This is an optimization exercise on Yosys and OpenROAD, whose aim is small area, a short achievable clock period and few clock cycles, not a production implementation. The RTL was checked by simulation tests, not by an equivalence proof against the original design.

job 4043:
Design rans_encoder, start of the top module:
module rans_encoder (
	input  logic  clk,
	input  logic  rst,
	input  logic  start,
	input  logic  tbl_valid,
	input  logic [8:0] tbl_freq,
	input  logic  s_tvalid,
	output logic  s_tready,
	input  logic [7:0] s_tdata,
	input  logic  s_tlast,
	output logic  m_tvalid,
	input  logic  m_tready,
	output logic [7:0] m_tdata,
	output logic  m_tlast,
	output logic  table_bad,
	output logic  done
);
	localparam logic [1:0] IDLE = 2'd0;
	localparam logic [1:0] LOAD = 2'd1;
	localparam logic [1:0] ENC  = 2'd2;
	logic [1:0] phase, phase_next;
	logic       tv_q;
	logic [8:0] tf_q;
	logic       verdict, table_ok;
	logic       got_last, got_last_next;
	logic       take;
	logic [1:0] credit, credit_next;
	logic       lk_valid, lk_last;
	logic [7:0] lk_c;
	logic [8:0] lk_e;
	logic [1:0] qn;
	logic [7:0] q_fz [0:2];
	logic [7:0] q_c [0:2];
	logic       q_last [0:2];
	logic       ov, op_last;
	logic [8:0] op_f;
	logic [7:0] op_g, op_c, q_g;
	logic [4:0] op_gone, g_one;
	logic [3:0] op_gtwo, op_gneg, g_two, g_neg;
	logic [16:0] op_one, rom_one;
	logic [15:0] op_two, op_neg, rom_two, rom_neg;
	logic       op_take, pop;
	logic       push, push_last, room, flush_done, last_xfer;
	logic [7:0] push_byte;
	always_ff @(posedge clk) begin
		if (rst) begin
			tv_q <= 1'b0;
		end else begin
			tv_q <= tbl_valid;
		end
		tf_q <= tbl_freq;
	end
	always_comb begin
		phase_next = phase;
		case (phase)
			IDLE: if (start) phase_next = LOAD;
			LOAD: if (verdict) phase_next = table_ok ? ENC : IDLE;
			ENC:  if (last_xfer) phase_next = IDLE;
			default: phase_next = IDLE;
		endcase
	end
	assign take = s_tready && s_tvalid;
	assign got_last_next = (phase == IDLE) ? 1'b0 : (got_last || (take && s_tlast));
	always_ff @(posedge clk) begin
		if (rst) begin
			phase <= IDLE;
			table_bad <= 1'b0;
			done <= 1'b0;
			s_tready <= 1'b0;
			got_last <= 1'b0;
  ...
For scale: ~10000 cells after synthesis, roughly 1400 flip-flops, about 37 I/O pins, roughly 0.088 mm² of cells after synthesis.
export LEC_CHECK = 0
export ABC_AREA = 1
export CAP_MARGIN = 20
export CORE_MARGIN = 2
export CORE_UTILIZATION = 40
export CTS_CLUSTER_DIAMETER = 70
export CTS_CLUSTER_SIZE = 24
export SETUP_SLACK_MARGIN = 2.3
export SLEW_MARGIN = 20
export SYNTH_MEMORY_MAX_BITS = 16384
create_clock -name core_clock -period 6.0 [get_ports {clk}]
run.sh (not shown) runs the stock make flow with config.mk's settings and CLKGATE_MAP_FILE= SYNTH_SCRIPT=/design/flow/synth_recipe.tcl, a recipe that flattens the netlist after the stock synthesis.
Testbench counts of job 4043, summed over its fixed seeds: cycles 27,738.
Input-level comparison between job 2879 and job 4043:
Settings: changing SETUP_SLACK_MARGIN from 2.3 to 2.0.
[summary]
Comparing job 4043 and job 2879, area growth from synthesis to layout is lower on job 2879.
Changes observed in job 2879 relative to job 4043: final standard cell area without fillers -6.2%, pin count of the biggest net entering global routing up 62%, total track usage went down.
For job 9964, these inputs were changed with respect to job 2879:
Settings: CTS_CLUSTER_SIZE no longer set, was 24; CTS_CLUSTER_DIAMETER no longer set, was 70.
Findings:
Re setup slack on the worst flop-to-flop path: job 9964 is 0.03 ns up on job 2879. Diff job 9964..job 2879 | simple logic cell fraction of the synthesized area | unchanged. Of job 9964 and job 2879, it is job 9964 that has the higher critical path depth in cells. Cell area | job 9964 vs job 2879 | job 9964 larger. For job 9964, the launching element of the worst setup path was rans_step_i.s2_m2_2, unlike job 2879, where it was rans_step_i.s1_c33_0. Routed wire length, job 9964 vs job 2879: up slightly. Against job 2879, maximum achievable frequency in job 9964 rose slightly.

* * *

run 1:
Another version of the RTL of rans_encoder (not shown whole).
Size in the first run: ~8700 cells after synthesis, roughly 1400 flip-flops, about 37 I/O pins, roughly 89000 um^2 of cells after synthesis.
Design rans_encoder, start of the top module:
module rans_encoder (
	input  logic  clk,
	input  logic  rst,
	input  logic  start,
	input  logic  tbl_valid,
	input  logic [8:0] tbl_freq,
	input  logic  s_tvalid,
	output logic  s_tready,
	input  logic [7:0] s_tdata,
	input  logic  s_tlast,
	output logic  m_tvalid,
	input  logic  m_tready,
	output logic [7:0] m_tdata,
	output logic  m_tlast,
	output logic  table_bad,
	output logic  done
);
	localparam logic [1:0] IDLE = 2'd0;
	localparam logic [1:0] LOAD = 2'd1;
	localparam logic [1:0] ENC  = 2'd2;
	logic [1:0] phase, phase_next;
	logic       tv_q;
	logic [8:0] tf_q;
	logic       verdict, table_ok;
	logic       got_last, got_last_next;
	logic       take;
	logic [1:0] credit, credit_next;
	logic       lk_valid, lk_last;
	logic [7:0] lk_c;
	logic [8:0] lk_e;
	logic [1:0] qn;
	logic [7:0] q_fz [0:2];
	logic [7:0] q_c [0:2];
	logic       q_last [0:2];
	logic       ov, op_last;
	logic [8:0] op_f;
	logic [7:0] op_g, op_c;
	logic [16:0] op_one, rom_one;
	logic [15:0] op_two, op_neg, rom_two, rom_neg;
	logic       op_take, pop;
	logic       push, push_last, room, flush_done, last_xfer;
	logic [7:0] push_byte;
	always_ff @(posedge clk) begin
		if (rst) begin
			tv_q <= 1'b0;
		end else begin
			tv_q <= tbl_valid;
		end
		tf_q <= tbl_freq;
	end
	always_comb begin
		phase_next = phase;
		case (phase)
			IDLE: if (start) phase_next = LOAD;
			LOAD: if (verdict) phase_next = table_ok ? ENC : IDLE;
			ENC:  if (last_xfer) phase_next = IDLE;
			default: phase_next = IDLE;
		endcase
	end
	assign take = s_tready && s_tvalid;
	assign got_last_next = (phase == IDLE) ? 1'b0 : (got_last || (take && s_tlast));
	always_ff @(posedge clk) begin
		if (rst) begin
			phase <= IDLE;
			table_bad <= 1'b0;
			done <= 1'b0;
			s_tready <= 1'b0;
			got_last <= 1'b0;
			credit <= 2'd0;
		end else begin
			phase <= phase_next;
			table_bad <= (phase == LOAD) && verdict && !table_ok;
			done <= (phase == ENC) && last_xfer;
			got_last <= got_last_next;
			s_tready <= (phase_next == ENC) && !got_last_next && (credit_next != 2'd3);
			credit <= credit_next;
		end
	end
	freq_table freq_table_i (
		.clk       (clk),
		.rst       (rst),
		.clear     ((phase == IDLE) && start),
		.tbl_valid (tv_q && (phase == LOAD)),
		.tbl_freq  (tf_q),
		.verdict   (verdict),
		.table_ok  (table_ok),
		.in_valid  (take),
		.in_sym    (s_tdata),
		.in_last   (s_tlast),
  ...
make LEC_CHECK=0 ABC_CLOCK_PERIOD_IN_PS=4000 CAP_MARGIN=20 CORE_MARGIN=2 CORE_UTILIZATION=55 SETUP_SLACK_MARGIN=2.0 SLEW_MARGIN=20 SYNTH_MEMORY_MAX_BITS=16384 finish   # period 6.0 ns
Testbench counts of run 1, summed over its fixed seeds: cycles 27,770.
For run 2, these inputs were changed with respect to run 1:
Settings: SETUP_SLACK_MARGIN: 2.0 -> 1.5; ABC_CLOCK_PERIOD_IN_PS: 4000 -> 4500; CORE_UTILIZATION: 55 -> 40.
Clock skew after layout: lower on run 2. Number of diodes added for antenna fixing, run 2 and run 1, higher one = run 1. Going from run 1 to run 2, fraction of the core area covered by cells at the end of the flow dropped 21 points; hold buffer count at CTS barely changed.

==> afterwards: timing with drivers on the ports <==
The results above use ideal ports. As a check the final layouts listed here were re-extracted and re-timed, cells and wires unchanged.
Step 1, drivers: a clkbuf_16 drives clk and a buf_2 each remaining input, both assumed.
Step 2 moves the port delays by t, midway between the first and last clock arrival at a register: inputs arrive t later, outputs are due t later. That takes back most of the time a late clock gives input paths.
Three values: ideal, step 1, step 2; two values: the first two.
| run | shift t [ns] | slack for setup (ns) | worst setup path after step 2 |
|---|---|---|---|
| job 4043 | 0.861 | 1.703 / 1.703 / 1.703 | register to register |
| job 2879 | 0.858 | 1.585 / 1.585 / 1.585 | register to register |
| job 9964 | 0.900 | 1.613 / 1.613 / 1.613 | register to register |
| run 1 | 0.883 | 1.514 / 1.514 / 1.514 | register to register |
| run 2 | 0.894 | 1.467 / 1.467 / 1.467 | register to register |
After both steps setup and hold are still met in every run listed.
